Background: an optimization exercise with open tools, aiming at small area and a short achievable clock period. Do not read the settings as production practice.
Function was checked by simulation only, so behaviour that the tests miss may differ from the original.
Power is estimated from default activity; no workload was simulated.

==> design/flow/design.v <==
module bin_morph_3x3 #(
  parameter int IMG_WIDTH = 640,
  parameter int MODE      = 0,
  parameter int XW        = 11
) (
  input  logic clk,
  input  logic rst,
  input  logic per_frame_vsync,
  input  logic per_frame_href,
  input  logic per_frame_clken,
  input  logic per_img_Bit,
  output logic post_frame_vsync,
  output logic post_frame_href,
  output logic post_frame_clken,
  output logic post_img_Bit
);
  localparam int NW = 128;            
  logic       vsync_q, href_q, href_fall, vsync_rise;
  logic [7:0] tw;                     
  logic [7:0] pa;                     
  logic [15:0] pb;                    
  logic [2:0] k;                      
  logic       rs;                     
  logic       row0;                   
  logic       sw;                     
  logic       inr;                    
  logic [6:0] mem [NW];
  logic [9:0] T;                      
  logic [6:0] R;                      
  logic [6:0] src;                    
  logic [6:0] enc;                    
  logic [6:0] W;                      
  logic [9:0] dr;                     
  logic [9:0] ds;                     
  logic [6:0] rd;
  logic [1:0] old, eff, nt;
  logic       v;
  logic [2:0] sv;                     
  logic       vs_d1, hr_d1, ce_d1;
  assign href_fall  = href_q & ~per_frame_href;
  assign vsync_rise = per_frame_vsync & ~vsync_q;
  assign sw  = rs | (k == 3'd5);
  assign inr = ~sw | rs | (tw[6:0] != 7'd127);
  localparam logic [127:0] DEC0 = 128'h0000000002280ac000adc50000015bae;
  localparam logic [127:0] DEC1 = 128'h0000000004c3f01fff00187ffffe0000;
  localparam logic [127:0] DEC2 = 128'h0000000000b0ac8056c980000add933c;
  localparam logic [127:0] DEC3 = 128'h000000000703001f80001ffff0000000;
  localparam logic [127:0] DEC4 = 128'h000000000002cf0564f100056c99e238;
  localparam logic [127:0] DEC5 = 128'h0000000007fc001800001ff800000000;
  localparam logic [127:0] DEC6 = 128'h000000000000001678fe00564f11fc30;
  localparam logic [127:0] DEC7 = 128'h0000000007ffffe000001f8000000000;
  localparam logic [127:0] DEC8 = 128'h0000000000000000000016678fe1ffc0;
  localparam logic [127:0] DEC9 = 128'h0000000007ffffffffffe00000000000;
  localparam logic [1023:0] ENC0 = 1024'h22e222e2eee233f122e222e2eee233f1222e222e222eff3ddd11dd111111fff122e222e2eee233f122e222e2eee233f1222e222e222eff3ddd11dd111111fff111d111d111d1ccc211d111d111d1ccc211d111d111d1ccc2eeeeeeee22eecc0edd2edd2e222e000edd2edd2e222e000e222e222e222e000eeeeeeeeeeeee000e;
  localparam logic [1023:0] ENC1 = 1024'hcccfcccf33fc2222cccfcccf33fc222233f033f0fff0222eccc2ccc200c2ee22cccfcccf33fc2222cccfcccf33fc222233f033f0fff0222eccc2ccc200c2ee2222de22deddde111322de22deddde1113dddedddeddde111311d311d311d3ddd3dd00dd00cc0022e0dd00dd00cc0022e000000000cc0022e0eee0eee022e022e0;
  localparam logic [1023:0] ENC2 = 1024'h00fc00fc00cc33ff00fc00fc00cc33ffffffffff33ff00c0111311131113ff3300fc00fc00cc33ff00fc00fc00cc33ffffffffff33ff00c0111311131113ff33cc13cc1311132220cc13cc1311132220dd13dd1311132220dddfdddf11dfdddf11f011f0fff0cc0011f011f0fff0cc00fff0fff0fff0cc0000000000cc00cc00;
  localparam logic [1023:0] ENC3 = 1024'hff00ff0033ff00ccff00ff0033ff00cc00cc00cc00cc00cc11df11df11dfffffff00ff0033ff00ccff00ff0033ff00cc00cc00cc00cc00cc11df11df11dfffffffdfffdf11df33ffffdfffdf11df33ff11df11df11df33ff222022202220ee20ee00ee00cc00cc00ee00ee00cc00cc0000000000cc00cc0000000000cc00cc00;
  localparam logic [1023:0] ENC4 = 1024'hffffffffcc00cc00ffffffffcc00cc0033ff33ff33ff33ff22ec22ec22ecccccffffffffcc00cc00ffffffffcc00cc0033ff33ff33ff33ff22ec22ec22eccccc00ec00ec22ec00cc00ec00ec22ec00cc22ec22ec22ec00cc00cc00cc00cccccc00cc00cccccccccc00cc00cccccccccc00cc00cccccccccc00cc00cccccccccc;
  localparam logic [1023:0] ENC5 = 1024'h0000000000000000000000000000000033ff33ff33ff33ff33ff33ff33ffffff0000000000000000000000000000000033ff33ff33ff33ff33ff33ff33ffffffff00ff00cc00cc00ff00ff00cc00cc00cc00cc00cc00cc00cc00cc00cc000000ff00ff0000000000ff00ff0000000000cc00cc0000000000cc00cc0000000000;
  localparam logic [1023:0] ENC6 = 1024'hffffffffffffffffffffffffffffffffcc00cc00cc00cc00cc00cc00cc000000ffffffffffffffffffffffffffffffffcc00cc00cc00cc00cc00cc00cc00000000000000000000000000000000000000000000000000000000000000000000000000000000000000000000000000000000000000000000000000000000000000;
  assign src = rs ? mem[0] : R;
  assign dr  = {DEC9[src], DEC8[src], DEC7[src], DEC6[src], DEC5[src],
                DEC4[src], DEC3[src], DEC2[src], DEC1[src], DEC0[src]};
  assign enc = {ENC6[T], ENC5[T], ENC4[T], ENC3[T], ENC2[T], ENC1[T], ENC0[T]};
  assign ds  = (rs && tw == 8'd0) ? T : dr;
  always_comb begin
    case (k)
      3'd0:    old = T[1:0];
      3'd1:    old = T[3:2];
      3'd2:    old = T[5:4];
      3'd3:    old = T[7:6];
      default: old = T[9:8];
    endcase
    if (sw)
      old = ds[1:0];
  end
  assign eff = row0 ? 2'd0 : old;
  assign nt  = per_img_Bit ? ((eff == 2'd0) ? 2'd1 : 2'd2) : 2'd0;
  assign v   = per_img_Bit & (eff == 2'd2) & inr;
  logic [NW-1:0] sel;
  for (genvar i = 0; i < NW; i++) begin : g_sel
    assign sel[i] = pa[i / 16] & pb[i % 16];
  end
  logic [6:0] term [NW];               
  logic [6:0] grp [8];
  for (genvar i = 0; i < NW; i++) begin : g_term
    if (i + 1 < NW) begin : g_word
      assign term[i] = mem[i + 1] & {7{pb[i % 16]}};
    end else begin : g_none
      assign term[i] = '0;
    end
  end
  for (genvar a = 0; a < 8; a++) begin : g_grp
    assign grp[a] = term[16 * a +  0] | term[16 * a +  1] | term[16 * a +  2] | term[16 * a +  3] |
                    term[16 * a +  4] | term[16 * a +  5] | term[16 * a +  6] | term[16 * a +  7] |
                    term[16 * a +  8] | term[16 * a +  9] | term[16 * a + 10] | term[16 * a + 11] |
                    term[16 * a + 12] | term[16 * a + 13] | term[16 * a + 14] | term[16 * a + 15];
  end
  assign rd = (grp[0] & {7{pa[0]}}) | (grp[1] & {7{pa[1]}}) | (grp[2] & {7{pa[2]}}) |
              (grp[3] & {7{pa[3]}}) | (grp[4] & {7{pa[4]}}) | (grp[5] & {7{pa[5]}}) |
              (grp[6] & {7{pa[6]}}) | (grp[7] & {7{pa[7]}});
  always_ff @(posedge clk) begin
    if (rst) begin
      vsync_q <= 1'b0;
      href_q  <= 1'b0;
      tw      <= 8'd128;
      k       <= 3'd5;
      rs      <= 1'b1;
      row0    <= 1'b1;
      T       <= '0;
    end else begin
      vsync_q <= per_frame_vsync;
      href_q  <= per_frame_href;
      if (href_fall)
        rs <= 1'b1;
      else if (per_frame_clken && inr)
        rs <= 1'b0;
      if (per_frame_clken && inr) begin
        if (sw) begin
          T  <= {row0 ? 8'd0 : ds[9:2], nt};
          tw <= rs ? 8'd0 : tw + 8'd1;
          k  <= 3'd1;
        end else begin
          case (k)
            3'd0:    T[1:0] <= nt;
            3'd1:    T[3:2] <= nt;
            3'd2:    T[5:4] <= nt;
            3'd3:    T[7:6] <= nt;
            default: T[9:8] <= nt;
          endcase
          k <= k + 3'd1;
        end
      end
      if (vsync_rise)
        row0 <= 1'b1;
      else if (href_fall)
        row0 <= 1'b0;
    end
  end
  always_ff @(posedge clk) begin
    R  <= rd;
    W  <= enc;
    pa <= tw[7] ? 8'd0 : 8'd1 << tw[6:4];
    pb <= 16'd1 << tw[3:0];
  end
  for (genvar i = 0; i < NW; i++) begin : g_mem
    always_ff @(posedge clk) begin
      if (sel[i])
        mem[i] <= W;
    end
  end
  always_ff @(posedge clk) begin
    if (rst) begin
      sv    <= '0;
      vs_d1 <= 1'b0;
      hr_d1 <= 1'b0;
      ce_d1 <= 1'b0;
    end else begin
      vs_d1 <= per_frame_vsync;
      hr_d1 <= per_frame_href;
      ce_d1 <= per_frame_clken;
      if (href_fall)
        sv <= '0;
      else if (per_frame_clken)
        sv <= {sv[1:0], v};
    end
  end
  always_ff @(posedge clk) begin
    if (rst) begin
      post_frame_vsync <= 1'b0;
      post_frame_href  <= 1'b0;
      post_frame_clken <= 1'b0;
      post_img_Bit     <= 1'b0;
    end else begin
      post_frame_vsync <= vs_d1;
      post_frame_href  <= hr_d1;
      post_frame_clken <= ce_d1;
      post_img_Bit     <= ce_d1 & (&sv);
    end
  end
endmodule
==> design/flow/run.sh <==
#!/bin/bash
# synth_recipe.tcl (not shown) runs the flow's synth.tcl, then flattens the netlist and writes it again
# the make line also repeats each setting of config.mk as NAME=value (left out here)
make -C /OpenROAD-flow-scripts/flow DESIGN_CONFIG=/design/flow/config.mk WORK_HOME=/design/flow/orfs CLKGATE_MAP_FILE= SYNTH_SCRIPT=/design/flow/synth_recipe.tcl finish
==> design/flow/config.mk <==
export PLATFORM = sky130hd
export DESIGN_NAME = bin_morph_3x3
export DESIGN_NICKNAME = bin_morph_3x3
export VERILOG_FILES = /design/flow/design.v
export SDC_FILE = /design/flow/constraint.sdc
export NUM_CORES = 4
export LEC_CHECK = 0
export ABC_CLOCK_PERIOD_IN_PS = 2500
export CAP_MARGIN = 20
export CORE_MARGIN = 2
export CORE_UTILIZATION = 40
export CTS_BUF_LIST = sky130_fd_sc_hd__clkbuf_16
export CTS_CLUSTER_DIAMETER = 100
export CTS_CLUSTER_SIZE = 30
export SETUP_SLACK_MARGIN = 2.5
export SLEW_MARGIN = 20
==> design/flow/constraint.sdc <==
create_clock -name core_clock -period 5.5 [get_ports {clk}]
set_input_delay 1.1000 -clock core_clock [delete_from_list [all_inputs] [get_ports {clk}]]
set_output_delay 1.1000 -clock core_clock [all_outputs]
set_load 0.01 [all_outputs]
==> impl_results.rst, run 1 <==
.. list-table::
   :header-rows: 1

   * - Metric
     - Value
   * - Kind of start point of the critical path
     - flop
   * - Setup Skew
     - 23.6 ps
   * - Sw power
     - 2700 µW
   * - Cell leakage power
     - 0.0120 µW
   * - Proportion of layout cells with a drive suffix above 1
     - 6.86%
   * - Maximum level of the CTS H-tree
     - 2
   * - Cell Pwr Density
     - 308 nW/µm²
   * - Number of storage elements in the synthesis netlist
     - 967
   * - Critical path's slowest cell
     - sky130_fd_sc_hd__a221oi_1
   * - Kind of capture point of the worst setup path
     - flop
   * - Final sum of negative setup slack
     - 0 ps
   * - Area leader, netlist
     - sky130_fd_sc_hd__edfxtp_1
   * - Final standard cell area without fillers
     - 40200 µm²
   * - Share of synthesized registers carrying an async set or reset
     - 0%
   * - Final #Nets
     - 2303
   * - Clock tree buffer depth
     - 3
   * - Type of the worst min-delay path
     - flop to flop
   * - Number of synthesized flops with an enable pin
     - 896
   * - Type of the setup path with the least slack
     - flop to flop
   * - Max Freq
     - 0.341 GHz
   * - Status
     - timing/DRC/antenna clean
   * - Per-instance average area after synthesis
     - 16.0 µm²
   * - Syn_nets
     - 2381
   * - Critical path peak fanout
     - 28
   * - Number of antenna cells inserted
     - 0
   * - Routed len/inst
     - 28.3 µm
   * - Port bufs
     - 9
   * - Max-slew headroom at the worst pin
     - 28.0%
   * - Buf/Inv on CP
     - 1
   * - Min-Delay Startpoint
     - vs_d1$_SDFF_PP0_
   * - Residual antenna-violating net count after detailed routing
     - 0
   * - Cell family with the largest share of critical-path delay
     - compound AO/OA/AOI/OAI gates
   * - Count of distinct cell types in the synthesized netlist
     - 81
   * - Switching Fraction
     - 21.8%
   * - I/O pin count
     - 10
   * - Die outline width
     - 311 µm
   * - Weighted congestion at the end of routability-driven global placement
     - 0.848
   * - Via count of the first global-routing pass
     - 21800
   * - Clock Sink Count
     - 967
   * - Final HPWL DP
     - 60800 µm
   * - Proportion of power drawn by combinational gates
     - 4.5%
   * - Ordered cell list for the critical path
     - buf_4, a22o_1, a221oi_1, nand3_1, o21ai_0, nand2_1, a221oi_1, nand4_1
   * - Clock tree from TritonCTS
     - done
   * - Congestion Overflow GR
     - 0
   * - Reg2Reg Launch Point
     - pb[0]$_SDFF_PP0_
   * - Count of synthesis-stage warnings from yosys
     - 4
   * - Part of the total power dissipated in the clock network
     - 28.2%
   * - Detailed-route vias per instance
     - 6.24
   * - Clock edge transition at the registers on the reported setup and hold paths
     - 110 ps
   * - Hold path depth
     - 2
   * - Initial detailed-routing violation count
     - 2908
   * - Sequential-to-total area share from yosys stat
     - 75.3%
   * - Worst IR drop on VDD
     - 0.201 mV
   * - Final Hold Fails
     - 0
   * - Pin count of the biggest net entering global routing
     - 88
   * - End of the worst register-to-register path
     - R[6]$_DFF_P_
   * - Overall track demand over capacity in global routing
     - 20.4%
   * - Max-cap check violation count
     - 0
   * - Final count of negative-setup-slack endpoints
     - 0
   * - Die area
     - 96500 µm²
   * - Startpoint of the most critical setup path
     - pb[0]$_SDFF_PP0_
   * - Post-route DRC violation count
     - 0
   * - Most frequent standard cell in the layout excluding fill and tap cells
     - sky130_fd_sc_hd__edfxtp_1
   * - Setup slack of the worst register-to-register path
     - 2570 ps
   * - Total CTS buffers
     - 38
   * - Pins Over Slew Limit
     - 0
   * - Starting Density
     - 40.3%
   * - Commonest cells after routing, fill and taps aside
     - sky130_fd_sc_hd__edfxtp_1 (896), sky130_fd_sc_hd__a221oi_1 (179), sky130_fd_sc_hd__a22o_1 (175)
   * - Number of antenna violations at the first check in global routing
     - 1
   * - Vertical extent of the die
     - 311 µm
   * - Post-synthesis instance area
     - 37600 µm²
   * - Top cells by area, synth
     - sky130_fd_sc_hd__edfxtp_1 (72%), sky130_fd_sc_hd__a221oi_1 (4.2%), sky130_fd_sc_hd__a22o_1 (4.1%), sky130_fd_sc_hd__dfxtp_1 (3.8%), sky130_fd_sc_hd__and2_1 (2.3%)
   * - Cell count of the worst reg-to-reg path
     - 8
   * - Standard cell core area
     - 93300 µm²
   * - Post-route minimum period
     - 2930 ps
   * - Clk Tree Root Cell
     - sky130_fd_sc_hd__clkbuf_16
   * - Slew @ Worst Pin
     - 1080 ps
   * - Largest incremental delay on the critical path
     - 710 ps
   * - Number of iterations in the first detailed-routing pass
     - 6
   * - Worst-skew pair later-pin latency
     - 620 ps
   * - Area added between synthesis and finish
     - 6.90%
   * - Most used cell along the critical path
     - sky130_fd_sc_hd__a221oi_1
   * - Wire length of the first global-routing pass
     - 150000 µm
   * - Internal portion of total power
     - 9700 µW
   * - Placed instance area
     - 39000 µm²
   * - Synthesized netlist cell count
     - 2353
   * - Total wire length after detailed routing
     - 100000 µm
   * - Endpoint of the worst hold-timing path
     - post_frame_vsync$_SDFF_PP0_
   * - Via count of the routed design
     - 22100
   * - Data arrival time at the worst-slack endpoint
     - 3400 ps
   * - Sequential group share of total power
     - 67.3%
   * - Required time at the endpoint of the critical path
     - 5970 ps
   * - Portion of synthesized cell area occupied by the leading cell type
     - 71.5%
   * - Power consumption
     - 12400 µW
   * - RSZ-0062 raised after global routing
     - no
   * - Std cell rows
     - 112
   * - Most frequently used flop master after synthesis
     - sky130_fd_sc_hd__edfxtp_1
   * - Final worst-path cycle share
     - 53.4%
   * - Count of filler cells inserted in the layout
     - 8240
==> layer usage <==
| metal | global-route usage, % | vias to the layer above | part of all wire [%] | wire [µm] |
|---|---|---|---|---|
| met3 | 2.68 | 113 | 7.8 | 7850 |
| met4 | 4.12 | 2 | 1.9 | 1930 |
| met5 | 0 | - | 0.013 | 13 |
| met2 | 33.1 | 1008 | 47 | 47600 |
| li1 | - | 9430 | - | - |
| met1 | 29.7 | 11600 | 43 | 43000 |
==> registers in the layout, summed over array words and instances (netlist names) <==
register	flops
post_frame_vsync	1
hr_d1	1
row0	1
mem	896
sv	3
post_frame_clken	1
T	10
k	3
W	7
vs_d1	1
rs	1
post_img_Bit	1
pa	8
tw	8
ce_d1	1
post_frame_href	1
pb	16
R	7
==> logic make-up after synthesis <==
family,Yosys count,synth area share [%]
DFF,967,75.3
AOI/OAI and AO/OA,695,14.7
and+or+nand+nor,448,6.53
buffers and inverters,202,2.19
adders and majority gates,22,0.732
muxes,13,0.429
xor gates and xnor gates,6,0.140
==> cells in the mapped netlist (5+ instances only) <==
library cell               count
sky130_fd_sc_hd__a211o_1       6
sky130_fd_sc_hd__a211oi_1     14
sky130_fd_sc_hd__a21o_1       10
sky130_fd_sc_hd__a21oi_1      52
sky130_fd_sc_hd__a221oi_1    179
sky130_fd_sc_hd__a222oi_1      8
sky130_fd_sc_hd__a22o_1      175
sky130_fd_sc_hd__a22oi_1     105
sky130_fd_sc_hd__a311oi_1      9
sky130_fd_sc_hd__a31oi_1      13
sky130_fd_sc_hd__and2_1      141
sky130_fd_sc_hd__and3_1        6
sky130_fd_sc_hd__buf_1        49
sky130_fd_sc_hd__buf_2         9
sky130_fd_sc_hd__buf_6         5
sky130_fd_sc_hd__clkbuf_1    117
sky130_fd_sc_hd__dfxtp_1      71
sky130_fd_sc_hd__edfxtp_1    896
sky130_fd_sc_hd__ha_1         22
sky130_fd_sc_hd__inv_1        15
sky130_fd_sc_hd__mux2i_1       7
sky130_fd_sc_hd__nand2_1      53
sky130_fd_sc_hd__nand2b_1     12
sky130_fd_sc_hd__nand3_1      34
sky130_fd_sc_hd__nand4_1      62
sky130_fd_sc_hd__nor2_1       66
sky130_fd_sc_hd__nor2b_1      18
sky130_fd_sc_hd__nor3_1       32
sky130_fd_sc_hd__o211ai_1     10
sky130_fd_sc_hd__o21ai_0      53
sky130_fd_sc_hd__o21ai_1       6
sky130_fd_sc_hd__o22ai_1       9
==> worst max-delay path by stage <==
stage / slack, ps / cells past startpoint / end
finish: 2570 / 8 / R[6]$_DFF_P_
global route: 2460 / 10 / sv[0]$_SDFFE_PP0P_
CTS: 2510 / 9 / T[4]$_SDFFE_PP0P_
detailed placement: 2130 / 9 / T[4]$_SDFFE_PP0P_
global placement: 2170 / 11 / sv[0]$_SDFFE_PP0P_
floorplan: 2940 / 9 / T[0]$_SDFFE_PP0P_
==> area by class of cell <==
type                    count  area, µm²  area share, %
repair buffers             66        612           1.52
clock buffers              39        976           2.43
well taps                1254       1570           3.90
flip-flops and latches    967      28400           70.6
clock inverters            15        101          0.252
multi-input cells        1184       8510           21.2
inverters                  18       67.6          0.168
==> metrics by stage <==
| stage | utilization, % | hold slack, ps | cells | worst slack [ps] |
|---|---|---|---|---|
| floorplan | - | 417 | 2353 | 2940 |
| global placement | 41.8 | 429 | 3481 | 2170 |
| detailed placement | 41.8 | 432 | 3481 | 2130 |
| CTS | 43.0 | 450 | 3535 | 2510 |
| global route | 43.1 | 472 | 3543 | 2460 |
| finish | 43.1 | 451 | 3543 | 2570 |
==> power groups by stage <==
stage	Clock (µW)	Sequential, µW	Combinational [µW]
after floorplan	0	8470	337
after global placement	0	8510	536
after detailed placement	0	8520	542
after CTS	3550	8350	546
after global routing	3780	8360	611
final	3490	8340	558
==> what timing repair did <==
item	4_1_cts	5_1_grt
pin swaps	0	0
setup buffers	0	8
endpoints found under the setup margin	12	10
resized for setup	7	4
hold buffers	0	0
==> worst reg2reg max path, cell delays in order, from the launching register on <==
cell	delay [ps]
sky130_fd_sc_hd__dfxtp_2	570
sky130_fd_sc_hd__buf_4	380
sky130_fd_sc_hd__a22o_1	280
sky130_fd_sc_hd__a221oi_1	220
sky130_fd_sc_hd__nand3_1	130
sky130_fd_sc_hd__o21ai_0	170
sky130_fd_sc_hd__nand2_1	130
sky130_fd_sc_hd__a221oi_1	710
sky130_fd_sc_hd__nand4_1	210
==> inputs of run 2 (changes only) <==
--- a/design/flow/config.mk
+++ b/design/flow/config.mk
@@ -10,7 +10,7 @@
 export CORE_MARGIN = 2
 export CORE_UTILIZATION = 40
 export CTS_BUF_LIST = sky130_fd_sc_hd__clkbuf_16
-export CTS_CLUSTER_DIAMETER = 100
-export CTS_CLUSTER_SIZE = 30
+export CTS_CLUSTER_DIAMETER = 90
+export CTS_CLUSTER_SIZE = 25
 export SETUP_SLACK_MARGIN = 2.5
 export SLEW_MARGIN = 20
==> run 2 against run 1 <==
  * Cell count up 0.62%
  * Sequential share of layout area fell by 0.39 points
  * Critical path depth unchanged
  * Die area stayed put
  * Combinational power about the same
  * Area after synthesis did not move
  * Synthesized cell count did not move
  * Worst hold slack barely moved
  * Clock-buffer cell count grew 6
  * Core utilization increased by 0.24 points
  * Maximum frequency increased by 1.4%
  * First-iteration DRC count fell by 7.1%
==> impl_results.rst, run 2 <==
.. list-table::
   :header-rows: 1

   * - Metric
     - Value
   * - Status
     - timing/DRC/antenna clean (unchanged)
   * - Final count of negative-setup-slack endpoints
     - 0 (unchanged)
   * - Final standard cell area without fillers
     - 40400 µm² (was 40200 µm²)
   * - Die area
     - 96500 µm² (unchanged)
   * - Clk Tree Root Cell
     - sky130_fd_sc_hd__clkbuf_16 (unchanged)
   * - Worst-skew pair later-pin latency
     - 640 ps (was 620 ps)
   * - Via count of the first global-routing pass
     - 21800 (about the same)
   * - Sequential-to-total area share from yosys stat
     - 75.3% (unchanged)
   * - Die outline width
     - 311 µm (unchanged)
   * - Congestion Overflow GR
     - 0 (unchanged)
   * - Synthesized netlist cell count
     - 2353 (unchanged)
   * - Clock tree buffer depth
     - 3 (unchanged)
   * - Final HPWL DP
     - 60800 µm (unchanged)
   * - Number of iterations in the first detailed-routing pass
     - 7 (was 6)
   * - Critical path peak fanout
     - 28 (unchanged)
   * - Final #Nets
     - 2310 (was 2303)
   * - Count of synthesis-stage warnings from yosys
     - 4 (unchanged)
   * - Count of distinct cell types in the synthesized netlist
     - 81 (unchanged)
   * - Weighted congestion at the end of routability-driven global placement
     - 0.848 (unchanged)
   * - Routed len/inst
     - 28.3 µm (about the same)
   * - Via count of the routed design
     - 22200 (was 22100)
   * - Max Freq
     - 0.346 GHz (was 0.341 GHz)
   * - Kind of start point of the critical path
     - flop (unchanged)
   * - Clock tree from TritonCTS
     - done (unchanged)
   * - Top Registers
     - mem: 896 flops, pb: 16 flops, T: 10 flops (unchanged)
   * - Type of the worst min-delay path
     - flop to flop (unchanged)
   * - Most frequent standard cell in the layout excluding fill and tap cells
     - sky130_fd_sc_hd__edfxtp_1 (unchanged)
   * - Type of the setup path with the least slack
     - flop to flop (unchanged)
   * - Worst IR drop on VDD
     - 0.245 mV (was 0.201 mV)
   * - Setup Skew
     - 33.7 ps (was 23.6 ps)
   * - Final worst-path cycle share
     - 52.6% (was 53.4%)
   * - Overall track demand over capacity in global routing
     - 20.5% (was 20.4%)
   * - Standard cell core area
     - 93300 µm² (unchanged)
   * - Max-slew headroom at the worst pin
     - 26.1% (was 28.0%)
   * - Pins Over Slew Limit
     - 0 (unchanged)
   * - Proportion of layout cells with a drive suffix above 1
     - 7.14% (was 6.86%)
   * - Portion of synthesized cell area occupied by the leading cell type
     - 71.5% (unchanged)
   * - I/O pin count
     - 10 (unchanged)
   * - Cell leakage power
     - 0.0122 µW (was 0.0120 µW)
   * - Slew @ Worst Pin
     - 1110 ps (was 1080 ps)
   * - Placed instance area
     - 39000 µm² (unchanged)
   * - Area added between synthesis and finish
     - 7.49% (was 6.90%)
   * - Area leader, netlist
     - sky130_fd_sc_hd__edfxtp_1 (unchanged)
   * - Number of antenna cells inserted
     - 0 (unchanged)
   * - Residual antenna-violating net count after detailed routing
     - 0 (unchanged)
   * - Per-instance average area after synthesis
     - 16.0 µm² (unchanged)
   * - Syn_nets
     - 2381 (unchanged)
   * - Detailed-route vias per instance
     - 6.21 (was 6.24)
   * - Max-cap check violation count
     - 0 (unchanged)
   * - Final sum of negative setup slack
     - 0 ps (unchanged)
   * - Final Hold Fails
     - 0 (unchanged)
   * - Std cell rows
     - 112 (unchanged)
   * - Cell with the most instances after synthesis
     - sky130_fd_sc_hd__edfxtp_1 (unchanged)
   * - Most frequently used flop master after synthesis
     - sky130_fd_sc_hd__edfxtp_1 (unchanged)
   * - Cell Pwr Density
     - 313 nW/µm² (was 308 nW/µm²)
   * - Share of synthesized registers carrying an async set or reset
     - 0% (unchanged)
   * - Number of antenna violations at the first check in global routing
     - 3 (was 1)
   * - Post-synthesis instance area
     - 37600 µm² (unchanged)
   * - Port bufs
     - 9 (unchanged)
   * - Commonest cells in the netlist
     - sky130_fd_sc_hd__edfxtp_1 (896), sky130_fd_sc_hd__a221oi_1 (179), sky130_fd_sc_hd__a22o_1 (175) (unchanged)
   * - Clock edge transition at the registers on the reported setup and hold paths
     - 100 ps (was 110 ps)
   * - Top cells by area, synth
     - sky130_fd_sc_hd__edfxtp_1 (72%), sky130_fd_sc_hd__a221oi_1 (4.2%), sky130_fd_sc_hd__a22o_1 (4.1%), sky130_fd_sc_hd__dfxtp_1 (3.8%), sky130_fd_sc_hd__and2_1 (2.3%) (unchanged)
   * - Total CTS buffers
     - 45 (was 38)
   * - Pin count of the biggest net entering global routing
     - 88 (unchanged)
   * - Register containing the most flip-flops in the final layout
     - mem (unchanged)
   * - Maximum level of the CTS H-tree
     - 2 (unchanged)
   * - Quantity of hold-fixing buffers added after cts
     - 0 (unchanged)
   * - Clock Sink Count
     - 967 (unchanged)
   * - Data arrival time at the worst-slack endpoint
     - 3370 ps (was 3400 ps)
   * - Number of storage elements in the synthesis netlist
     - 967 (unchanged)
   * - Number of synthesized flops with an enable pin
     - 896 (unchanged)
   * - Post-route DRC violation count
     - 0 (unchanged)
   * - RSZ-0062 raised after global routing
     - no (unchanged)
   * - Starting Density
     - 40.3% (unchanged)
   * - Wire length of the first global-routing pass
     - 150000 µm (about the same)
   * - Flip-flop count of the largest register after layout
     - 896 (unchanged)
   * - Kind of capture point of the worst setup path
     - flop (unchanged)
   * - Total wire length after detailed routing
     - 101000 µm (was 100000 µm)
   * - Count of filler cells inserted in the layout
     - 8227 (was 8240)
   * - Required time at the endpoint of the critical path
     - 5980 ps (was 5970 ps)
   * - Vertical extent of the die
     - 311 µm (unchanged)
   * - Post-route minimum period
     - 2890 ps (was 2930 ps)
   * - Commonest cells after routing, fill and taps aside
     - sky130_fd_sc_hd__edfxtp_1 (896), sky130_fd_sc_hd__a221oi_1 (179), sky130_fd_sc_hd__a22o_1 (175) (unchanged)
   * - Initial detailed-routing violation count
     - 2701 (was 2908)
==> run 2: cell counts after synthesis <==
Identical to the previous run, type by type.
==> run 2: stage by stage <==
| stage | util [%] | hold WS, ps | std cells | total power [µW] | worst slack (ps) |
|---|---|---|---|---|---|
| 3_5_place_dp | 41.8 | 432 | 3481 | 9060 | 2130 |
| 4_1_cts | 43.2 | 447 | 3557 | 12700 | 2510 |
| 5_1_grt | 43.3 | 470 | 3565 | 13000 | 2470 |
| 2_1_floorplan | - | 417 | 2353 | 8800 | 2940 |
| 3_3_place_gp | 41.8 | 429 | 3481 | 9050 | 2170 |
| 6_report | 43.3 | 451 | 3565 | 12700 | 2610 |
==> run 2: final timing paths <==
path / slack (ps) / startpoint / cells after the start / to
worst max-delay path: 2610 / pb[0]$_SDFF_PP0_ / 8 / R[6]$_DFF_P_
worst min register to register: 450 / vs_d1$_SDFF_PP0_ / 2 / post_frame_vsync$_SDFF_PP0_
worst max register to register: 2610 / pb[0]$_SDFF_PP0_ / 8 / R[6]$_DFF_P_
worst min-delay path: 450 / vs_d1$_SDFF_PP0_ / 2 / post_frame_vsync$_SDFF_PP0_
==> run 2: final cells by class <==
class | instances | area [µm²] | area share [%]
sequential | 967 | 28400 | 70.2
clock inverter | 31 | 173 | 0.427
inverter | 18 | 67.6 | 0.167
timing repair buffer | 66 | 612 | 1.51
multi-input combinational | 1184 | 8510 | 21.0
tap | 1254 | 1570 | 3.88
clock buffer | 45 | 1130 | 2.78
==> run 2: per-layer routing <==
metal / vias to the layer above / share of wire (%) / track usage [%]
li1: 9461 / - / -
met1: 11600 / 44 / 29.7
met2: 924 / 47 / 33.1
met3: 115 / 7.0 / 2.77
met4: 4 / 2.0 / 4.41
met5: - / 0.026 / 0
==> run 2: repair_timing <==
item,in CTS,in global routing
setup endpoints to repair,12,10
gates resized for setup,7,4
buffers inserted,0,8
==> run 2: report_power, final <==
group	total [µW]	internal, µW	switching, µW
logic	559	174	385
clock network	3760	1530	2240
registers	8340	8160	178
==> run 2: cells by family (layout without fill, tap and decap cells) <==
group | Yosys count | after routing | share of synthesized area [%]
flops | 967 | 967 | 75.3
xor+xnor | 6 | 6 | 0.140
simple gates | 448 | 448 | 6.53
fa+ha+maj | 22 | 22 | 0.732
compound gates | 695 | 695 | 14.7
buf+inv | 202 | 160 | 2.19
mux | 13 | 13 | 0.429
==> run 2: worst max-delay path, cell delays in order (launching register included) <==
cell	delay (ps)
sky130_fd_sc_hd__dfxtp_2	560
sky130_fd_sc_hd__buf_4	370
sky130_fd_sc_hd__a22o_1	260
sky130_fd_sc_hd__a221oi_1	220
sky130_fd_sc_hd__nand3_1	130
sky130_fd_sc_hd__o21ai_0	170
sky130_fd_sc_hd__nand2_1	140
sky130_fd_sc_hd__a221oi_1	660
sky130_fd_sc_hd__nand4_1	200
==> inputs of run 3 (changes only) <==
--- a/design/flow/config.mk
+++ b/design/flow/config.mk
@@ -10,7 +10,7 @@
 export CORE_MARGIN = 2
 export CORE_UTILIZATION = 40
 export CTS_BUF_LIST = sky130_fd_sc_hd__clkbuf_16
-export CTS_CLUSTER_DIAMETER = 90
-export CTS_CLUSTER_SIZE = 25
+export CTS_CLUSTER_DIAMETER = 80
+export CTS_CLUSTER_SIZE = 20
 export SETUP_SLACK_MARGIN = 2.5
 export SLEW_MARGIN = 20
==> run 3 against run 2 <==
  * Cell count rose by 0.11%
  * Clock-buffer cell count rose by 12
  * Design area rose by 0.74%
==> impl_results.rst, run 3 <==
.. list-table::
   :header-rows: 1

   * - Metric
     - Value
   * - Routed len/inst
     - 28.3 µm (about the same)
   * - Slew @ Worst Pin
     - 1090 ps (was 1110 ps)
   * - Number of iterations in the first detailed-routing pass
     - 6 (was 7)
   * - Syn_nets
     - 2381 (unchanged)
   * - Largest incremental delay on the critical path
     - 550 ps (was 660 ps)
   * - Detailed-route vias per instance
     - 6.21 (about the same)
   * - Standard cell core area
     - 93300 µm² (unchanged)
   * - Portion of synthesized cell area occupied by the leading cell type
     - 71.5% (unchanged)
   * - Clk Tree Root Cell
     - sky130_fd_sc_hd__clkbuf_16 (unchanged)
   * - Most frequently used flop master after synthesis
     - sky130_fd_sc_hd__edfxtp_1 (unchanged)
   * - Kind of capture point of the worst setup path
     - flop (unchanged)
   * - Type of the setup path with the least slack
     - flop to flop (unchanged)
   * - Post-synthesis instance area
     - 37600 µm² (unchanged)
   * - Count of distinct cell types in the synthesized netlist
     - 81 (unchanged)
   * - Footprint of the multi-input gates
     - 8510 µm² (unchanged)
   * - Critical path's slowest cell
     - sky130_fd_sc_hd__dfxtp_2 (was sky130_fd_sc_hd__a221oi_1)
   * - Clock tree from TritonCTS
     - done (unchanged)
   * - Most frequent standard cell in the layout excluding fill and tap cells
     - sky130_fd_sc_hd__edfxtp_1 (unchanged)
   * - Residual antenna-violating net count after detailed routing
     - 0 (unchanged)
   * - Total CTS buffers
     - 56 (was 45)
   * - Weighted congestion at the end of routability-driven global placement
     - 0.848 (unchanged)
   * - Final standard cell area without fillers
     - 40700 µm² (was 40400 µm²)
   * - Worst-skew pair later-pin latency
     - 650 ps (was 640 ps)
   * - Worst IR drop on VDD
     - 0.238 mV (was 0.245 mV)
   * - Pin count of the biggest net entering global routing
     - 88 (unchanged)
   * - Buf/Inv on CP
     - 1 (unchanged)
   * - Final count of negative-setup-slack endpoints
     - 0 (unchanged)
   * - Post-route minimum period
     - 2810 ps (was 2890 ps)
   * - Pins Over Slew Limit
     - 0 (unchanged)
   * - Via count of the routed design
     - 22200 (about the same)
   * - Share of the core filled with cells
     - 43.6% (was 43.3%)
   * - Std cell rows
     - 112 (unchanged)
   * - Starting Density
     - 40.3% (unchanged)
   * - Clock edge transition at the registers on the reported setup and hold paths
     - 90 ps (was 100 ps)
   * - Cell with the most instances after synthesis
     - sky130_fd_sc_hd__edfxtp_1 (unchanged)
   * - Final worst-path cycle share
     - 51.1% (was 52.6%)
   * - Count of filler cells inserted in the layout
     - 8194 (was 8227)
   * - Vertical extent of the die
     - 311 µm (unchanged)
   * - Final Hold Fails
     - 0 (unchanged)
   * - Type of the worst min-delay path
     - flop to flop (unchanged)
   * - Post-route DRC violation count
     - 0 (unchanged)
   * - Max-slew headroom at the worst pin
     - 26.9% (was 26.1%)
   * - Max Freq
     - 0.356 GHz (was 0.346 GHz)
   * - Max-cap check violation count
     - 0 (unchanged)
   * - Share of synthesized registers carrying an async set or reset
     - 0% (unchanged)
   * - Commonest cells after routing, fill and taps aside
     - sky130_fd_sc_hd__edfxtp_1 (896), sky130_fd_sc_hd__a221oi_1 (179), sky130_fd_sc_hd__a22o_1 (175) (unchanged)
   * - Status
     - timing/DRC/antenna clean (unchanged)
   * - Top cells by area, synth
     - sky130_fd_sc_hd__edfxtp_1 (72%), sky130_fd_sc_hd__a221oi_1 (4.2%), sky130_fd_sc_hd__a22o_1 (4.1%), sky130_fd_sc_hd__dfxtp_1 (3.8%), sky130_fd_sc_hd__and2_1 (2.3%) (unchanged)
   * - Initial detailed-routing violation count
     - 2803 (was 2701)
   * - Synthesized netlist cell count
     - 2353 (unchanged)
   * - RSZ-0062 raised after global routing
     - no (unchanged)
   * - Ordered cell list for the critical path
     - buf_4, a22o_1, a221oi_1, nand4_1, a221oi_1, nand4_1 (was buf_4, a22o_1, a221oi_1, nand3_1, o21ai_0, nand2_1, a221oi_1, nand4_1)
   * - Placed instance area
     - 39000 µm² (unchanged)
   * - Required time at the endpoint of the critical path
     - 5960 ps (was 5980 ps)
   * - Final HPWL DP
     - 60800 µm (unchanged)
   * - Setup Skew
     - 21.7 ps (was 33.7 ps)
   * - Critical path peak fanout
     - 28 (unchanged)
   * - Register containing the most flip-flops in the final layout
     - mem (unchanged)
   * - Number of synthesized flops with an enable pin
     - 896 (unchanged)
   * - Power consumption
     - 13100 µW (was 12700 µW)
   * - Clock Sink Count
     - 967 (unchanged)
   * - Sequential-to-total area share from yosys stat
     - 75.3% (unchanged)
   * - Sequential cell area
     - 28400 µm² (unchanged)
   * - Per-instance average area after synthesis
     - 16.0 µm² (unchanged)
   * - Kind of start point of the critical path
     - flop (unchanged)
   * - Area leader, netlist
     - sky130_fd_sc_hd__edfxtp_1 (unchanged)
   * - Area added between synthesis and finish
     - 8.29% (was 7.49%)
   * - Cell family with the largest share of critical-path delay
     - compound AO/OA/AOI/OAI gates (unchanged)
   * - Total wire length after detailed routing
     - 101000 µm (about the same)
   * - Number of storage elements in the synthesis netlist
     - 967 (unchanged)
   * - Wire length of the first global-routing pass
     - 151000 µm (was 150000 µm)
   * - Count of synthesis-stage warnings from yosys
     - 4 (unchanged)
   * - Final sum of negative setup slack
     - 0 ps (unchanged)
   * - I/O pin count
     - 10 (unchanged)
   * - Clock tree buffer depth
     - 3 (unchanged)
   * - Final #Nets
     - 2319 (was 2310)
   * - Flip-flop count of the largest register after layout
     - 896 (unchanged)
   * - Cell leakage power
     - 0.0123 µW (was 0.0122 µW)
   * - Port bufs
     - 9 (unchanged)
   * - Congestion Overflow GR
     - 0 (unchanged)
   * - Cell Pwr Density
     - 323 nW/µm² (was 313 nW/µm²)
   * - Top Registers
     - mem: 896 flops, pb: 16 flops, T: 10 flops (unchanged)
   * - Die outline width
     - 311 µm (unchanged)
   * - Commonest cells in the netlist
     - sky130_fd_sc_hd__edfxtp_1 (896), sky130_fd_sc_hd__a221oi_1 (179), sky130_fd_sc_hd__a22o_1 (175) (unchanged)
   * - Via count of the first global-routing pass
     - 21900 (was 21800)
   * - Number of antenna violations at the first check in global routing
     - 3 (unchanged)
   * - Data arrival time at the worst-slack endpoint
     - 3270 ps (was 3370 ps)
   * - Overall track demand over capacity in global routing
     - 20.6% (was 20.5%)
   * - Die area
     - 96500 µm² (unchanged)
   * - Proportion of layout cells with a drive suffix above 1
     - 7.60% (was 7.14%)
   * - Maximum level of the CTS H-tree
     - 2 (unchanged)
   * - Number of antenna cells inserted
     - 0 (unchanged)
## run 3: cell count changes in the layout (fill, tap and decap cells not counted), sizes merged
| cell | previous run | this run |
|---|---|---|
| inv | 46 | 40 |
| buf | 58 | 56 |
| clkinv | 3 | 1 |
| clkbuf | 45 | 57 |
| bufinv | 0 | 1 |
| clkinvlp | 0 | 1 |
## run 3: area by class of cell
cell class	instances	share of cell area, %
clock inverter	25	0.430
clock buffer	57	3.50
multi-input combinational	1184	20.9
tap	1254	3.85
inverter	18	0.166
sequential	967	69.7
timing repair buffer	64	1.50
## run 3: cells by family (layout without fill, tap and decap cells)
kind of cell	Yosys count	after routing	synth area share, %
AND/OR/NAND/NOR	448	448	6.53
multiplexers	13	13	0.429
adder cells (fa/ha/maj)	22	22	0.732
flip-flops	967	967	75.3
buffers and inverters	202	164	2.19
AO/OA/AOI/OAI	695	695	14.7
XOR/XNOR	6	6	0.140
## run 3: power breakdown
group,leakage [µW],switching [µW],internal (µW)
Combinational,0.00305,384,174
Clock,0.000844,2310,1930
Sequential,0.00838,178,8160
Total,0.0123,2870,10300
## run 3: final timing paths
check	startpoint	to	slack [ps]	cells past startpoint
max reg2reg	pb[0]$_SDFF_PP0_	R[5]$_DFF_P_	2690	6
min reg2reg	vs_d1$_SDFF_PP0_	post_frame_vsync$_SDFF_PP0_	440	2
max	pb[0]$_SDFF_PP0_	R[5]$_DFF_P_	2690	6
min	vs_d1$_SDFF_PP0_	post_frame_vsync$_SDFF_PP0_	440	2
## run 3: metal layers
layer	global-route usage [%]	wire length (µm)
met5	0	26
met4	4.11	1740
met3	2.95	7410
met2	33.2	48000
met1	29.8	43700
## run 3: per-stage QoR
stage / cells / hold WS, ps / setup slack [ps]
finish: 3569 / 444 / 2690
floorplan: 2353 / 417 / 2940
global route: 3569 / 468 / 2470
detailed placement: 3481 / 432 / 2130
global placement: 3481 / 429 / 2170
CTS: 3563 / 446 / 2510
## run 3: worst min-delay path, delay by kind of cell (launching register included)
family | cells | cell delay (ps)
DFF | 1 | 310
buffers and inverters | 1 | 60
and+or+nand+nor | 1 | 40
## run 3: timing repair
| action | 4_1_cts | 5_1_grt |
|---|---|---|
| setup buffers | 0 | 6 |
| hold buffers | 0 | 0 |
| setup endpoints to repair | 12 | 10 |
| resized for setup | 7 | 4 |
==> inputs of run 4 (changes only) <==
--- a/design/flow/config.mk
+++ b/design/flow/config.mk
@@ -5,7 +5,7 @@
 export SDC_FILE = /design/flow/constraint.sdc
 export NUM_CORES = 4
 export LEC_CHECK = 0
-export ABC_CLOCK_PERIOD_IN_PS = 2500
+export ABC_CLOCK_PERIOD_IN_PS = 1500
 export CAP_MARGIN = 20
 export CORE_MARGIN = 2
 export CORE_UTILIZATION = 40
==> run 4 against run 3 <==
  * Still clean on timing, DRC and antenna
  * Core utilization stayed put
  * Clock power is essentially flat
  * Design area unchanged
  * Critical path depth did not move
  * Worst hold slack did not move
  * Maximum frequency unchanged
  * Area after synthesis unchanged
  * Combinational power about the same
  * Flip-flop and latch count unchanged
  * Clock skew stayed put
  * First-iteration DRC count unchanged
  * Global-route usage is the same
  * Critical endpoint unchanged
==> impl_results.rst, run 4 <==
.. list-table::
   :header-rows: 1

   * - Metric
     - Value
   * - Type of the setup path with the least slack
     - flop to flop (unchanged)
   * - Initial detailed-routing violation count
     - 2803 (unchanged)
   * - Clock tree buffer depth
     - 3 (unchanged)
   * - Clock Sink Count
     - 967 (unchanged)
   * - Weighted congestion at the end of routability-driven global placement
     - 0.848 (unchanged)
   * - Max-slew headroom at the worst pin
     - 26.9% (unchanged)
   * - Area added between synthesis and finish
     - 8.29% (unchanged)
   * - Number of antenna violations at the first check in global routing
     - 3 (unchanged)
   * - Buf/Inv on CP
     - 1 (unchanged)
   * - Count of synthesis-stage warnings from yosys
     - 4 (unchanged)
   * - Share of the core filled with cells
     - 43.6% (unchanged)
   * - Via count of the first global-routing pass
     - 21900 (unchanged)
   * - Number of iterations in the first detailed-routing pass
     - 6 (unchanged)
   * - Flip-flop count of the largest register after layout
     - 896 (unchanged)
   * - Pin count of the biggest net entering global routing
     - 88 (unchanged)
   * - Largest incremental delay on the critical path
     - 550 ps (about the same)
   * - Cell Pwr Density
     - 323 nW/µm² (unchanged)
   * - Required time at the endpoint of the critical path
     - 5960 ps (about the same)
   * - Worst IR drop on VDD
     - 0.238 mV (unchanged)
   * - Post-synthesis instance area
     - 37600 µm² (unchanged)
   * - Worst-skew pair later-pin latency
     - 650 ps (about the same)
   * - Sequential-to-total area share from yosys stat
     - 75.3% (unchanged)
   * - Part of the total power dissipated in the clock network
     - 32.3% (about the same)
   * - Sequential group share of total power
     - 63.5% (about the same)
   * - Post-route minimum period
     - 2810 ps (unchanged)
   * - Count of filler cells inserted in the layout
     - 8194 (unchanged)
   * - Critical path's slowest cell
     - sky130_fd_sc_hd__dfxtp_2 (unchanged)
   * - Commonest cells in the netlist
     - sky130_fd_sc_hd__edfxtp_1 (896), sky130_fd_sc_hd__a221oi_1 (179), sky130_fd_sc_hd__a22o_1 (175) (unchanged)
   * - Proportion of layout cells with a drive suffix above 1
     - 7.60% (unchanged)
   * - Congestion Overflow GR
     - 0 (unchanged)
   * - Cell leakage power
     - 0.0123 µW (unchanged)
   * - Maximum level of the CTS H-tree
     - 2 (unchanged)
   * - Detailed-route vias per instance
     - 6.21 (unchanged)
   * - Number of synthesized flops with an enable pin
     - 896 (unchanged)
   * - Data arrival time at the worst-slack endpoint
     - 3270 ps (about the same)
   * - Std cell rows
     - 112 (unchanged)
   * - Top cells by area, synth
     - sky130_fd_sc_hd__edfxtp_1 (72%), sky130_fd_sc_hd__a221oi_1 (4.2%), sky130_fd_sc_hd__a22o_1 (4.1%), sky130_fd_sc_hd__dfxtp_1 (3.8%), sky130_fd_sc_hd__and2_1 (2.3%) (unchanged)
   * - Clock tree from TritonCTS
     - done (unchanged)
   * - Footprint of the multi-input gates
     - 8510 µm² (unchanged)
   * - Critical path peak fanout
     - 28 (unchanged)
   * - Cell with the most instances after synthesis
     - sky130_fd_sc_hd__edfxtp_1 (unchanged)
   * - Total CTS buffers
     - 56 (unchanged)
   * - Die area
     - 96500 µm² (unchanged)
   * - Status
     - timing/DRC/antenna clean (unchanged)
   * - Max Freq
     - 0.356 GHz (unchanged)
   * - Overall track demand over capacity in global routing
     - 20.6% (unchanged)
   * - Portion of synthesized cell area occupied by the leading cell type
     - 71.5% (unchanged)
   * - Slew @ Worst Pin
     - 1090 ps (unchanged)
   * - Wire length of the first global-routing pass
     - 151000 µm (unchanged)
   * - Residual antenna-violating net count after detailed routing
     - 0 (unchanged)
   * - Starting Density
     - 40.3% (unchanged)
   * - Final HPWL DP
     - 60800 µm (unchanged)
   * - Max-cap check violation count
     - 0 (unchanged)
   * - Synthesized netlist cell count
     - 2353 (unchanged)
   * - Via count of the routed design
     - 22200 (unchanged)
   * - Total wire length after detailed routing
     - 101000 µm (unchanged)
   * - Power consumption
     - 13100 µW (unchanged)
   * - Standard cell core area
     - 93300 µm² (unchanged)
   * - Syn_nets
     - 2381 (unchanged)
   * - Commonest cells after routing, fill and taps aside
     - sky130_fd_sc_hd__edfxtp_1 (896), sky130_fd_sc_hd__a221oi_1 (179), sky130_fd_sc_hd__a22o_1 (175) (unchanged)
   * - Number of storage elements in the synthesis netlist
     - 967 (unchanged)
   * - Most frequent standard cell in the layout excluding fill and tap cells
     - sky130_fd_sc_hd__edfxtp_1 (unchanged)
   * - Number of antenna cells inserted
     - 0 (unchanged)
   * - Area leader, netlist
     - sky130_fd_sc_hd__edfxtp_1 (unchanged)
   * - Routed len/inst
     - 28.3 µm (unchanged)
   * - Proportion of power drawn by combinational gates
     - 4.2% (about the same)
   * - Vertical extent of the die
     - 311 µm (unchanged)
   * - Count of distinct cell types in the synthesized netlist
     - 81 (unchanged)
   * - Top Registers
     - mem: 896 flops, pb: 16 flops, T: 10 flops (unchanged)
   * - Kind of start point of the critical path
     - flop (unchanged)
   * - Clock edge transition at the registers on the reported setup and hold paths
     - 90 ps (about the same)
   * - Port bufs
     - 9 (unchanged)
   * - Per-instance average area after synthesis
     - 16.0 µm² (unchanged)
   * - Final count of negative-setup-slack endpoints
     - 0 (unchanged)
   * - Final worst-path cycle share
     - 51.1% (unchanged)
   * - I/O pin count
     - 10 (unchanged)
   * - Ordered cell list for the critical path
     - buf_4, a22o_1, a221oi_1, nand4_1, a221oi_1, nand4_1 (unchanged)
   * - Final Hold Fails
     - 0 (unchanged)
   * - Final sum of negative setup slack
     - 0 ps (unchanged)
   * - RSZ-0062 raised after global routing
     - no (unchanged)
   * - Sw power
     - 2870 µW (unchanged)
   * - Internal portion of total power
     - 10300 µW (unchanged)
   * - Setup Skew
     - 21.7 ps (unchanged)
   * - Quantity of hold-fixing buffers added after cts
     - 0 (unchanged)
   * - Die outline width
     - 311 µm (unchanged)
   * - Clk Tree Root Cell
     - sky130_fd_sc_hd__clkbuf_16 (unchanged)
   * - Most frequently used flop master after synthesis
     - sky130_fd_sc_hd__edfxtp_1 (unchanged)
   * - Post-route DRC violation count
     - 0 (unchanged)
   * - Pins Over Slew Limit
     - 0 (unchanged)
   * - Kind of capture point of the worst setup path
     - flop (unchanged)
   * - Sequential cell area
     - 28400 µm² (unchanged)
   * - Share of synthesized registers carrying an async set or reset
     - 0% (unchanged)
   * - Final #Nets
     - 2319 (unchanged)
   * - Type of the worst min-delay path
     - flop to flop (unchanged)
   * - Switching Fraction
     - 21.9% (unchanged)
   * - Register containing the most flip-flops in the final layout
     - mem (unchanged)
   * - Cell family with the largest share of critical-path delay
     - compound AO/OA/AOI/OAI gates (unchanged)
run 4: cell counts in the layout (fill, tap and decap cells not counted):
Identical to the previous run, type by type.
run 4: area by class of cell:
class	instances	area share, %
flip-flops and latches	967	69.7
multi-input cells	1184	20.9
well taps	1254	3.85
clock buffers	57	3.50
repair buffers	64	1.50
clock inverters	25	0.430
inverters	18	0.166
run 4: timing repair:
| item | CTS | global route |
|---|---|---|
| buffers inserted | 0 | 6 |
| resized for setup | 7 | 4 |
| endpoints found under the setup margin | 12 | 10 |
run 4: power groups by stage:
stage	combinational, µW	sequential (µW)	clock (µW)
2_1_floorplan	337	8470	0
3_3_place_gp	536	8510	0
3_5_place_dp	542	8520	0
4_1_cts	546	8350	4310
5_1_grt	611	8360	4560
6_report	558	8340	4240
run 4: kinds of logic (layout without fill, tap and decap cells):
logic type      after synthesis  in the layout  synth area share (%)
compound gates              695            695                  14.7
mux                          13             13                 0.429
xor+xnor                      6              6                 0.140
fa+ha+maj                    22             22                 0.732
flops                       967            967                  75.3
buf+inv                     202            164                  2.19
simple gates                448            448                  6.53
run 4: stage by stage:
stage	area, µm²	hold WS, ps	std cells	worst slack [ps]
final	40700	444	3569	2690
after global placement	39000	429	3481	2170
after floorplan	37600	417	2353	2940
after detailed placement	39000	432	3481	2130
after global routing	40700	468	3569	2470
after CTS	40700	446	3563	2510
run 4: final timing paths:
| kind | from | end | slack, ps | depth (start not counted) |
|---|---|---|---|---|
| setup / recovery | pb[0]$_SDFF_PP0_ | R[5]$_DFF_P_ | 2690 | 6 |
| hold / removal | vs_d1$_SDFF_PP0_ | post_frame_vsync$_SDFF_PP0_ | 440 | 2 |
| setup reg to reg | pb[0]$_SDFF_PP0_ | R[5]$_DFF_P_ | 2690 | 6 |
| hold reg to reg | vs_d1$_SDFF_PP0_ | post_frame_vsync$_SDFF_PP0_ | 440 | 2 |
run 4: worst reg2reg max path: cells and delay by family (launching register included):
kind | cells | cell delay (ps)
and+or+nand+nor | 2 | 670
AOI/OAI and AO/OA | 3 | 1020
DFF | 1 | 550
buffers and inverters | 1 | 390
run 4: routing by layer:
layer	part of all wire [%]	track usage, %
met1	43	29.8
met5	0.026	0
met3	7.3	2.95
met4	1.7	4.11
met2	48	33.2
==> inputs of run 5 (changes only) <==
--- a/design/flow/config.mk
+++ b/design/flow/config.mk
@@ -5,7 +5,7 @@
 export SDC_FILE = /design/flow/constraint.sdc
 export NUM_CORES = 4
 export LEC_CHECK = 0
-export ABC_CLOCK_PERIOD_IN_PS = 1500
+export ABC_CLOCK_PERIOD_IN_PS = 2000
 export CAP_MARGIN = 20
 export CORE_MARGIN = 2
 export CORE_UTILIZATION = 40
==> run 5 against run 4 <==
  * Routed wire length is the same
  * Worst hold slack did not move
  * Setup slack unchanged
  * Area after synthesis unchanged
  * First-iteration DRC count unchanged
  * Clock power is essentially flat
  * Critical endpoint unchanged
  * Largest cell class unchanged
==> impl_results.rst, run 5 <==
.. list-table::
   :header-rows: 1

   * - Metric
     - Value
   * - Status
     - timing/DRC/antenna clean (unchanged)
   * - Quantity of hold-fixing buffers added after cts
     - 0 (unchanged)
   * - Kind of capture point of the worst setup path
     - flop (unchanged)
   * - Part of the total power dissipated in the clock network
     - 32.3% (about the same)
   * - Proportion of power drawn by combinational gates
     - 4.2% (about the same)
   * - Maximum level of the CTS H-tree
     - 2 (unchanged)
   * - Final HPWL DP
     - 60800 µm (unchanged)
   * - Via count of the first global-routing pass
     - 21900 (unchanged)
   * - Number of synthesized flops with an enable pin
     - 896 (unchanged)
   * - Max Freq
     - 0.356 GHz (unchanged)
   * - Slew @ Worst Pin
     - 1090 ps (unchanged)
   * - Portion of synthesized cell area occupied by the leading cell type
     - 71.5% (unchanged)
   * - Final #Nets
     - 2319 (unchanged)
   * - Starting Density
     - 40.3% (unchanged)
   * - Hold path depth
     - 2 (unchanged)
   * - Number of antenna violations at the first check in global routing
     - 3 (unchanged)
   * - Share of the synthesized area in compound gates (AO/OA/AOI/OAI)
     - 14.7% (unchanged)
   * - Post-Layout Cell Count
     - 3569 (unchanged)
   * - Die outline width
     - 311 µm (unchanged)
   * - Total CTS buffers
     - 56 (unchanged)
   * - Xor/xnor share of the synthesized area
     - 0.140% (unchanged)
   * - Detailed-route vias per instance
     - 6.21 (unchanged)
   * - Worst hold slack across all endpoints
     - 444 ps (unchanged)
   * - Cell Pwr Density
     - 323 nW/µm² (unchanged)
   * - Area added between synthesis and finish
     - 8.29% (unchanged)
   * - Clock tree from TritonCTS
     - done (unchanged)
   * - Initial detailed-routing violation count
     - 2803 (unchanged)
   * - Cell leakage power
     - 0.0123 µW (unchanged)
   * - Synth Area in Adders
     - 0.732% (unchanged)
   * - Pins Over Slew Limit
     - 0 (unchanged)
   * - Endpoint of the worst hold-timing path
     - post_frame_vsync$_SDFF_PP0_ (unchanged)
   * - Standard cell core area
     - 93300 µm² (unchanged)
   * - Max-cap check violation count
     - 0 (unchanged)
   * - Share of cell area taken by muxes after synthesis
     - 0.429% (unchanged)
   * - Pin count of the biggest net entering global routing
     - 88 (unchanged)
   * - Most frequent standard cell in the layout excluding fill and tap cells
     - sky130_fd_sc_hd__edfxtp_1 (unchanged)
   * - Footprint of the multi-input gates
     - 8510 µm² (unchanged)
   * - Per-instance average area after synthesis
     - 16.0 µm² (unchanged)
   * - Overall track demand over capacity in global routing
     - 20.6% (unchanged)
   * - Top Registers
     - mem: 896 flops, pb: 16 flops, T: 10 flops (unchanged)
   * - Count of filler cells inserted in the layout
     - 8194 (unchanged)
   * - Wire length of the first global-routing pass
     - 151000 µm (unchanged)
   * - Commonest cells in the netlist
     - sky130_fd_sc_hd__edfxtp_1 (896), sky130_fd_sc_hd__a221oi_1 (179), sky130_fd_sc_hd__a22o_1 (175) (unchanged)
   * - Switching Fraction
     - 21.9% (unchanged)
   * - Critical path peak fanout
     - 28 (unchanged)
   * - Sw power
     - 2870 µW (unchanged)
   * - Clock edge transition at the registers on the reported setup and hold paths
     - 90 ps (about the same)
   * - Vertical extent of the die
     - 311 µm (unchanged)
   * - Most frequently used flop master after synthesis
     - sky130_fd_sc_hd__edfxtp_1 (unchanged)
   * - Final standard cell area without fillers
     - 40700 µm² (unchanged)
   * - Count of synthesis-stage warnings from yosys
     - 4 (unchanged)
   * - Sequential-to-total area share from yosys stat
     - 75.3% (unchanged)
   * - Register containing the most flip-flops in the final layout
     - mem (unchanged)
   * - Sequential group share of total power
     - 63.5% (about the same)
   * - Via count of the routed design
     - 22200 (unchanged)
   * - Kind of start point of the critical path
     - flop (unchanged)
   * - Min-Delay Startpoint
     - vs_d1$_SDFF_PP0_ (unchanged)
   * - Max-slew headroom at the worst pin
     - 26.9% (unchanged)
   * - Synthesized-area fraction occupied by and/or/nand/nor cells
     - 6.53% (unchanged)
   * - Post-synthesis instance area
     - 37600 µm² (unchanged)
   * - Clk Tree Root Cell
     - sky130_fd_sc_hd__clkbuf_16 (unchanged)
   * - Port bufs
     - 9 (unchanged)
   * - Final count of negative-setup-slack endpoints
     - 0 (unchanged)
   * - Synthesized netlist cell count
     - 2353 (unchanged)
   * - Placed instance area
     - 39000 µm² (unchanged)
   * - Reg2Reg Launch Point
     - pb[0]$_SDFF_PP0_ (unchanged)
   * - Number of storage elements in the synthesis netlist
     - 967 (unchanged)
   * - Number of antenna cells inserted
     - 0 (unchanged)
   * - Cell with the most instances after synthesis
     - sky130_fd_sc_hd__edfxtp_1 (unchanged)
   * - Required time at the endpoint of the critical path
     - 5960 ps (about the same)
   * - Proportion of layout cells with a drive suffix above 1
     - 7.60% (unchanged)
   * - Top cells by area, synth
     - sky130_fd_sc_hd__edfxtp_1 (72%), sky130_fd_sc_hd__a221oi_1 (4.2%), sky130_fd_sc_hd__a22o_1 (4.1%), sky130_fd_sc_hd__dfxtp_1 (3.8%), sky130_fd_sc_hd__and2_1 (2.3%) (unchanged)
   * - End of the worst register-to-register path
     - R[5]$_DFF_P_ (unchanged)
   * - Sequential cell area
     - 28400 µm² (unchanged)
   * - RSZ-0062 raised after global routing
     - no (unchanged)
   * - Setup slack of the worst register-to-register path
     - 2690 ps (about the same)
   * - Dominant combinational cell family by area after synthesis
     - compound AO/OA/AOI/OAI gates (unchanged)
   * - Cell count after placement
     - 3481 (unchanged)
   * - Std cell rows
     - 112 (unchanged)
   * - Syn_nets
     - 2381 (unchanged)
   * - Power consumption
     - 13100 µW (unchanged)
   * - Weighted congestion at the end of routability-driven global placement
     - 0.848 (unchanged)
   * - Internal portion of total power
     - 10300 µW (unchanged)
   * - Cell count of the worst reg-to-reg path
     - 6 (unchanged)
   * - Count of distinct cell types in the synthesized netlist
     - 81 (unchanged)
   * - Final Hold Fails
     - 0 (unchanged)
   * - Final worst-path cycle share
     - 51.1% (unchanged)
   * - Setup Skew
     - 21.7 ps (unchanged)
   * - Total wire length after detailed routing
     - 101000 µm (unchanged)
   * - Post-route minimum period
     - 2810 ps (unchanged)
   * - Share of synthesized registers carrying an async set or reset
     - 0% (unchanged)
   * - Die area
     - 96500 µm² (unchanged)
   * - Type of the worst min-delay path
     - flop to flop (unchanged)
   * - Flip-flop count of the largest register after layout
     - 896 (unchanged)
   * - Worst IR drop on VDD
     - 0.238 mV (unchanged)
   * - Area leader, netlist
     - sky130_fd_sc_hd__edfxtp_1 (unchanged)
   * - Commonest cells after routing, fill and taps aside
     - sky130_fd_sc_hd__edfxtp_1 (896), sky130_fd_sc_hd__a221oi_1 (179), sky130_fd_sc_hd__a22o_1 (175) (unchanged)
   * - Clock tree buffer depth
     - 3 (unchanged)
   * - Congestion Overflow GR
     - 0 (unchanged)
   * - Worst-skew pair later-pin latency
     - 650 ps (about the same)
   * - Type of the setup path with the least slack
     - flop to flop (unchanged)
   * - Clock Sink Count
     - 967 (unchanged)
   * - Number of iterations in the first detailed-routing pass
     - 6 (unchanged)
   * - Routed len/inst
     - 28.3 µm (unchanged)
   * - Data arrival time at the worst-slack endpoint
     - 3270 ps (about the same)
   * - Post-route DRC violation count
     - 0 (unchanged)
   * - Final sum of negative setup slack
     - 0 ps (unchanged)
   * - Residual antenna-violating net count after detailed routing
     - 0 (unchanged)
   * - I/O pin count
     - 10 (unchanged)
==> run 5: cell counts after synthesis <==
Identical to the previous run, type by type.
==> run 5: cell families (layout without fill, tap and decap cells) <==
| kind of cell | after synthesis | count (layout) |
|---|---|---|
| adder cells (fa/ha/maj) | 22 | 22 |
| multiplexers | 13 | 13 |
| AND/OR/NAND/NOR | 448 | 448 |
| AO/OA/AOI/OAI | 695 | 695 |
| buffers and inverters | 202 | 164 |
| XOR/XNOR | 6 | 6 |
| flip-flops | 967 | 967 |
==> run 5: stage by stage <==
step                utilization (%)  setup WS [ps]
finish                         43.6           2690
global route                   43.6           2470
CTS                            43.6           2510
detailed placement             41.8           2130
global placement               41.8           2170
floorplan                         -           2940
==> run 5: timing repair <==
| item | in CTS | in global routing |
|---|---|---|
| resized for setup | 7 | 4 |
| setup buffers | 0 | 6 |
| hold endpoints to repair | 0 | 0 |
| pin swaps | 0 | 0 |
| endpoints found under the setup margin | 12 | 10 |
==> run 5: power groups by stage <==
| stage | Clock, µW | Combinational [µW] | Sequential [µW] |
|---|---|---|---|
| final | 4240 | 558 | 8340 |
| after floorplan | 0 | 337 | 8470 |
| after global routing | 4560 | 611 | 8360 |
| after global placement | 0 | 536 | 8510 |
| after detailed placement | 0 | 542 | 8520 |
| after CTS | 4310 | 546 | 8350 |
==> run 5: worst max path at each step <==
stage | slack, ps | end | cells past startpoint | from
4_1_cts | 2510 | T[4]$_SDFFE_PP0P_ | 9 | rs$_SDFFE_PP1P_
2_1_floorplan | 2940 | T[0]$_SDFFE_PP0P_ | 9 | rs$_SDFFE_PP1P_
5_1_grt | 2470 | sv[0]$_SDFFE_PP0P_ | 10 | rs$_SDFFE_PP1P_
6_report | 2690 | R[5]$_DFF_P_ | 6 | pb[0]$_SDFF_PP0_
3_3_place_gp | 2170 | sv[0]$_SDFFE_PP0P_ | 11 | rs$_SDFFE_PP1P_
3_5_place_dp | 2130 | T[4]$_SDFFE_PP0P_ | 9 | rs$_SDFFE_PP1P_
==> run 5: layer usage <==
metal | share of wire (%) | vias to the layer above | wire length (µm) | track usage [%]
met5 | 0.026 | - | 26 | 0
met4 | 1.7 | 4 | 1740 | 4.11
met3 | 7.3 | 111 | 7410 | 2.95
met2 | 48 | 925 | 48000 | 33.2
met1 | 43 | 11700 | 43700 | 29.8
li1 | - | 9472 | - | -
==> run 5: cell type report <==
| type | count | share of cell area, % |
|---|---|---|
| Clock buffer | 57 | 3.50 |
| Timing Repair Buffer | 64 | 1.50 |
| Clock inverter | 25 | 0.430 |
| Multi-Input combinational cell | 1184 | 20.9 |
| Tap cell | 1254 | 3.85 |
| Sequential cell | 967 | 69.7 |
| Inverter | 18 | 0.166 |
==> run 5: worst max-delay path, cell delays in order (launching register included) <==
cell and delay, ps:
sky130_fd_sc_hd__dfxtp_2 550, sky130_fd_sc_hd__buf_4 380, sky130_fd_sc_hd__a22o_1 260, sky130_fd_sc_hd__a221oi_1 320
sky130_fd_sc_hd__nand4_1 450, sky130_fd_sc_hd__a221oi_1 400, sky130_fd_sc_hd__nand4_1 220

-- re-timing with driven ports --
In the flow no input, the clock included, has a driving cell. The finished layouts below were timed again as built, in two steps. Step 1 assumes that a clkbuf_16 drives the clock port and a buf_2 every other input. Step 2 adds t to the input delays and takes it off the output delays; t is the mean of the earliest and latest rising clock arrival at the registers after step 1. Input paths then give back, and output paths get back, about the clock's delay inside the block. a / b / c = no drivers / after step 1 / after step 2; a / b = the first two.
| run | t, ns | setup slack, ns | worst data-port slew with drivers (ns) |
|---|---|---|---|
| run 1 | 0.669 | 2.565 / 2.565 / 2.378 | 0.05 |
| run 2 | 0.690 | 2.607 / 2.607 / 2.349 | 0.05 |
| run 3 | 0.703 | 2.690 / 2.690 / 2.358 | 0.05 |
| run 4 | 0.703 | 2.690 / 2.690 / 2.358 | 0.05 |
| run 5 | 0.703 | 2.690 / 2.690 / 2.358 | 0.05 |
After both steps setup and hold are still met in every run listed.
